Source: an optimization exercise on an open RTL-to-GDS flow (aim: small area, a short achievable clock period and few clock cycles per item). Production flows keep margins and buffers that such runs may drop.
Where RTL was checked, it was by simulation tests only, not by an equivalence proof against the original.

## hsl_to_rgb_converter_unit
module hsl_to_rgb_converter_unit #(
  parameter int FRACTION_BITS = hslrgb_pkg::FRACTION_BITS
) (
  input  logic             clk,
  input  logic             rst_n,
  input  logic             in_valid,
  output logic             in_stall,
  input  hslrgb_pkg::hsl_t in_data,
  output logic             out_valid,
  input  logic             out_stall,
  output hslrgb_pkg::rgb_t out_data
);
Size in the first run: about 1900 cells after synthesis, roughly 86 I/O pins, ~0.018 mm^2 of cells after synthesis.
Settings: LEC_CHECK=0, ABC_AREA=1, CAP_MARGIN=20, CORE_MARGIN=2, CORE_UTILIZATION=40, PLACE_DENSITY=0.6, SETUP_SLACK_MARGIN=2.2, SLEW_MARGIN=20; clock period 7.0 ns.
standard.sh (not shown) runs the stock make flow with config.mk's settings and CLKGATE_MAP_FILE= SYNTH_SCRIPT=/design/flow/synth_recipe.tcl, a recipe that flattens the netlist after the stock synthesis.
==> flow/flow/run.sh <==
#!/bin/bash
# The standard layout (the standard.sh: ORFS synthesis to finish) with two
# changes that keep the design and its registers as the standard synthesis
# makes them:
#  - after synthesis, flow/invopt.py removes inverters around full adders
#    (a full adder of inverted inputs gives inverted outputs), a purely
#    combinational rewrite of the netlist;
#  - the port buffers use the smallest plain buffer instead of the delay
#    buffer buffer_ports picks by default. Every port is still buffered.
set -euo pipefail
RES=orfs/results/${FLOW_PLATFORM:-sky130hd}/hsl_to_rgb_converter_unit/base
bash standard.sh synth > standard_synth.log 2>&1
cp $RES/1_2_yosys.v yosys_netlist_orig.v
if python3 flow/invopt.py yosys_netlist_orig.v yosys_netlist_opt.v > invopt.log 2>&1; then
  cp yosys_netlist_opt.v $RES/1_2_yosys.v
  rm -f $RES/1_synth.odb $RES/1_synth.sdc
fi
bash standard.sh "BUFFER_PORTS_ARGS=-buffer_cell sky130_fd_sc_hd__buf_1" finish > standard_flow.log 2>&1
Other scripts of this flow, unchanged in this note and not shown: flow/flow/invopt.py
Next try:
SETUP_SLACK_MARGIN = 2.3   (was 2.2)
What happened: The changed run finished with timing, DRC and antenna clean; worst setup slack is better by 0.053 ns; via count increases slightly; wire length increases by a few percent.
Next try:
SETUP_SLACK_MARGIN = 2.0   (was 2.3)
=> Final area fell by about 2%. Setup slack is worse by 0.16 ns. Global-route usage barely changes. Die area stays the same. Clock skew hardly moves. Critical path depth fell by 1. Via count hardly moves.
No functional check of the RTL was part of any run of this note.


Another version of the RTL of hsl_to_rgb_converter_unit (not shown whole).
Size: roughly 1900 cells after synthesis, roughly 18000 sq um of cells after synthesis.
clock: 7.0 ns
lec_check: 0
abc_area: 1
cap_margin: 20
core_margin: 2
core_utilization: 40
place_density: 0.7
setup_slack_margin: 2.0
slew_margin: 20
Scripts as last shown in full above: flow/flow/run.sh
Other scripts of this flow, unchanged in this note and not shown: flow/flow/invopt.py
The starting point completed with no timing, DRC or antenna violations.
Testbench counts at the start, summed over its fixed seeds: cycles 8,032, items 8,000.
Change:
Settings changed: CORE_UTILIZATION 40 to 50, PLACE_DENSITY 0.7 to 0.65, SETUP_SLACK_MARGIN 2.0 to 2.2.
The changed run completed without violations; critical path depth grows by 2; synthesized cell count stays the same; maximum frequency climbs by 3.8%; count of clock-buffer cells in the layout shrinks by 3; sequential share of layout area is higher by 0.24 points; routed wire length came out lower by 1.7%.


== lane 1 ==
Another version of the RTL of hsl_to_rgb_converter_unit (not shown whole).
Size: about 1,900 cells after synthesis, about 170 flip-flops, ~86 I/O pins.
export LEC_CHECK = 0
export ABC_CLOCK_PERIOD_IN_PS = 1500
export CAP_MARGIN = 20
export CORE_MARGIN = 2
export CORE_UTILIZATION = 40
export PLACE_DENSITY = 0.6
export SETUP_SLACK_MARGIN = 1.5
export SLEW_MARGIN = 20
create_clock -name core_clock -period 7.0 [get_ports {clk}]
run.sh (not shown) runs the stock make flow with config.mk's settings and CLKGATE_MAP_FILE= SYNTH_SCRIPT=/design/flow/synth_recipe.tcl, a recipe that flattens the netlist after the stock synthesis.
Stock flow here: none of the scripts above is used.
Lane 1 was carried through to the last stage, and its layout satisfied the timing, DRC and antenna checks.
Testbench counts of lane 1, summed over its fixed seeds: cycles 8,032, items 8,000.
diff inputs: lane 1 => lane 2
Settings: ABC_CLOCK_PERIOD_IN_PS removed (was 1500); SETUP_SLACK_MARGIN removed (was 1.5).
--- outcome ---
Lane 2 completed end to end with timing, DRC and antenna clean.
Status: worst hold slack parity (lane 2, lane 1)
In the reports for lane 1 and lane 2, the smaller data arrival time of the critical path belongs to lane 1.
Taking lane 1 as the reference, in lane 2 synthesis-to-finish area growth fell 3.3 points, post-synthesis instance area about even, layout inverter count without the clock tree about even, worst setup slack fell 0.38 ns, total inserted antenna cells about even.
Number of well taps: lane 2 vs lane 1 identical
Detailed route, lane 2 vs lane 1: via total lower for lane 2
Core utilization: lane 1 and lane 2 compared, lower one is lane 2


Another version of the RTL of hsl_to_rgb_converter_unit (not shown whole).
Size in the first run: ~1900 cells after synthesis, about 190 flip-flops, ~19000 um2 of cells after synthesis.
clock: 7.0 ns
lec_check: 0
cap_margin: 20
core_margin: 2
core_utilization: 40
place_density: 0.6
setup_slack_margin: 2.0
slew_margin: 20
standard.sh (not shown) runs the stock make flow with config.mk's settings and CLKGATE_MAP_FILE= SYNTH_SCRIPT=/design/flow/synth_recipe.tcl, a recipe that flattens the netlist after the stock synthesis.
==> flow/flow/run.sh <==
#!/bin/bash
# The standard layout (the standard.sh: ORFS synthesis to finish), except
# that the port buffers use the smallest plain buffer instead of the delay
# buffer buffer_ports picks by default. Every port is still buffered.
set -euo pipefail
bash standard.sh "BUFFER_PORTS_ARGS=-buffer_cell sky130_fd_sc_hd__buf_1" finish > standard_flow.log 2>&1
Edit:
==> flow/run.sh (new file) <==
#!/bin/bash
# synth_recipe.tcl (not shown) runs the flow's synth.tcl, then flattens the netlist and writes it again
# the make line also repeats each setting of config.mk as NAME=value (left out here)
make -C /OpenROAD-flow-scripts/flow DESIGN_CONFIG=/design/flow/config.mk WORK_HOME=/design/flow/orfs CLKGATE_MAP_FILE= SYNTH_SCRIPT=/design/flow/synth_recipe.tcl finish
--- a/flow/config.mk
+++ b/flow/config.mk
@@ -9,5 +9,6 @@
 export CORE_MARGIN = 2
 export CORE_UTILIZATION = 40
+export CTS_BUF_LIST = sky130_fd_sc_hd__clkbuf_4 sky130_fd_sc_hd__clkbuf_8
 export PLACE_DENSITY = 0.6
-export SETUP_SLACK_MARGIN = 2.0
+export SETUP_SLACK_MARGIN = 1.5
 export SLEW_MARGIN = 20
removed: flow/flow/run.sh
removed: flow/standard.sh
Outcome: Worst hold slack is better by 0.0094 ns. Register-to-register slack got worse by 0.39 ns. Global-route usage goes down by 0.68 points. Synthesized cell count is unchanged. Synthesized area is unchanged. Count of clock-buffer cells in the layout is unchanged. Sequential cell count is unchanged. Worst setup slack loses 0.39 ns. Final cell count falls by about 4%.
Edit:
--- a/flow/config.mk
+++ b/flow/config.mk
@@ -9,6 +9,5 @@
 export CORE_MARGIN = 2
 export CORE_UTILIZATION = 40
-export CTS_BUF_LIST = sky130_fd_sc_hd__clkbuf_4 sky130_fd_sc_hd__clkbuf_8
 export PLACE_DENSITY = 0.6
-export SETUP_SLACK_MARGIN = 1.5
+export SETUP_SLACK_MARGIN = 2.5
 export SLEW_MARGIN = 20
Global-route usage is higher by 1.8 points.
Final area is higher by 9.9%.
Setup slack gets better by 0.43 ns.
Edit:
--- a/flow/config.mk
+++ b/flow/config.mk
@@ -10,4 +10,4 @@
 export CORE_UTILIZATION = 40
 export PLACE_DENSITY = 0.6
-export SETUP_SLACK_MARGIN = 2.5
+export SETUP_SLACK_MARGIN = 2.0
 export SLEW_MARGIN = 20
=> The changed run finished with timing, DRC and antenna clean. Cell count came out lower by 1.6%. Sequential share of layout area came out higher by 0.98 points. Synthesized area stays the same. Die area does not change. Worst hold slack gets better by 0.0077 ns. Fmax came out lower by 2.5%.
No run of this note included a check of the RTL's function; only the layout flow was run.

port drivers added, routing unchanged:
In the flow no input, the clock included, has a driving cell. The finished layouts below were timed again as built, in two steps.
Step 1 sets driving cells, clkbuf_16 on the clock port and buf_2 on the other inputs (assumed; they add their load-dependent delay and slew).
Step 2, shift: input delay + t, output delay - t, t = (earliest + latest rising clock arrival at the registers) / 2. This alone moves slack from input paths to output paths.
Three values: no drivers, after step 1, after step 2; two values: the first two.
run	t, ns	slack for setup (ns)	hold slack, ns	worst data-port slew with drivers (ns)	pins driven straight from the clock port
the first run of note 1	0.508	2.378 / 2.378 / 2.346	0.437 / 0.437 / 0.437	0.04	1
the second run of note 1	0.516	2.432 / 2.432 / 2.182	0.423 / 0.423 / 0.423	0.04	1
the third run of note 1	0.525	2.269 / 2.269 / 2.269	0.424 / 0.424 / 0.424	0.05	1
the first run of note 2	0.504	2.135 / 2.135 / 2.135	0.419 / 0.419 / 0.419	0.04	1
the second run of note 2	0.505	2.312 / 2.312 / 2.263	0.424 / 0.424 / 0.424	0.04	1
lane 1	0.530	1.724 / 1.724 / 1.724	0.419 / 0.419 / 0.419	0.03	1
lane 2	0.531	1.345 / 1.345 / 1.345	0.419 / 0.419 / 0.419	0.03	1
the first run of note 4	0.540	2.106 / 2.106 / 2.106	0.417 / 0.417 / 0.417	0.05	1
the second run of note 4	0.617	1.715 / 1.715 / 1.715	0.427 / 0.427 / 0.427	0.05	1
the third run of note 4	0.507	2.149 / 2.149 / 2.149	0.413 / 0.413 / 0.413	0.05	1
the fourth run of note 4	0.517	2.024 / 2.024 / 1.943	0.421 / 0.421 / 0.421	0.05	1
After both steps setup and hold are still met in every run listed. The setup slack of the second run of note 1, which loses most, moves by 0.000 ns with the drivers and by -0.250 ns with both steps.
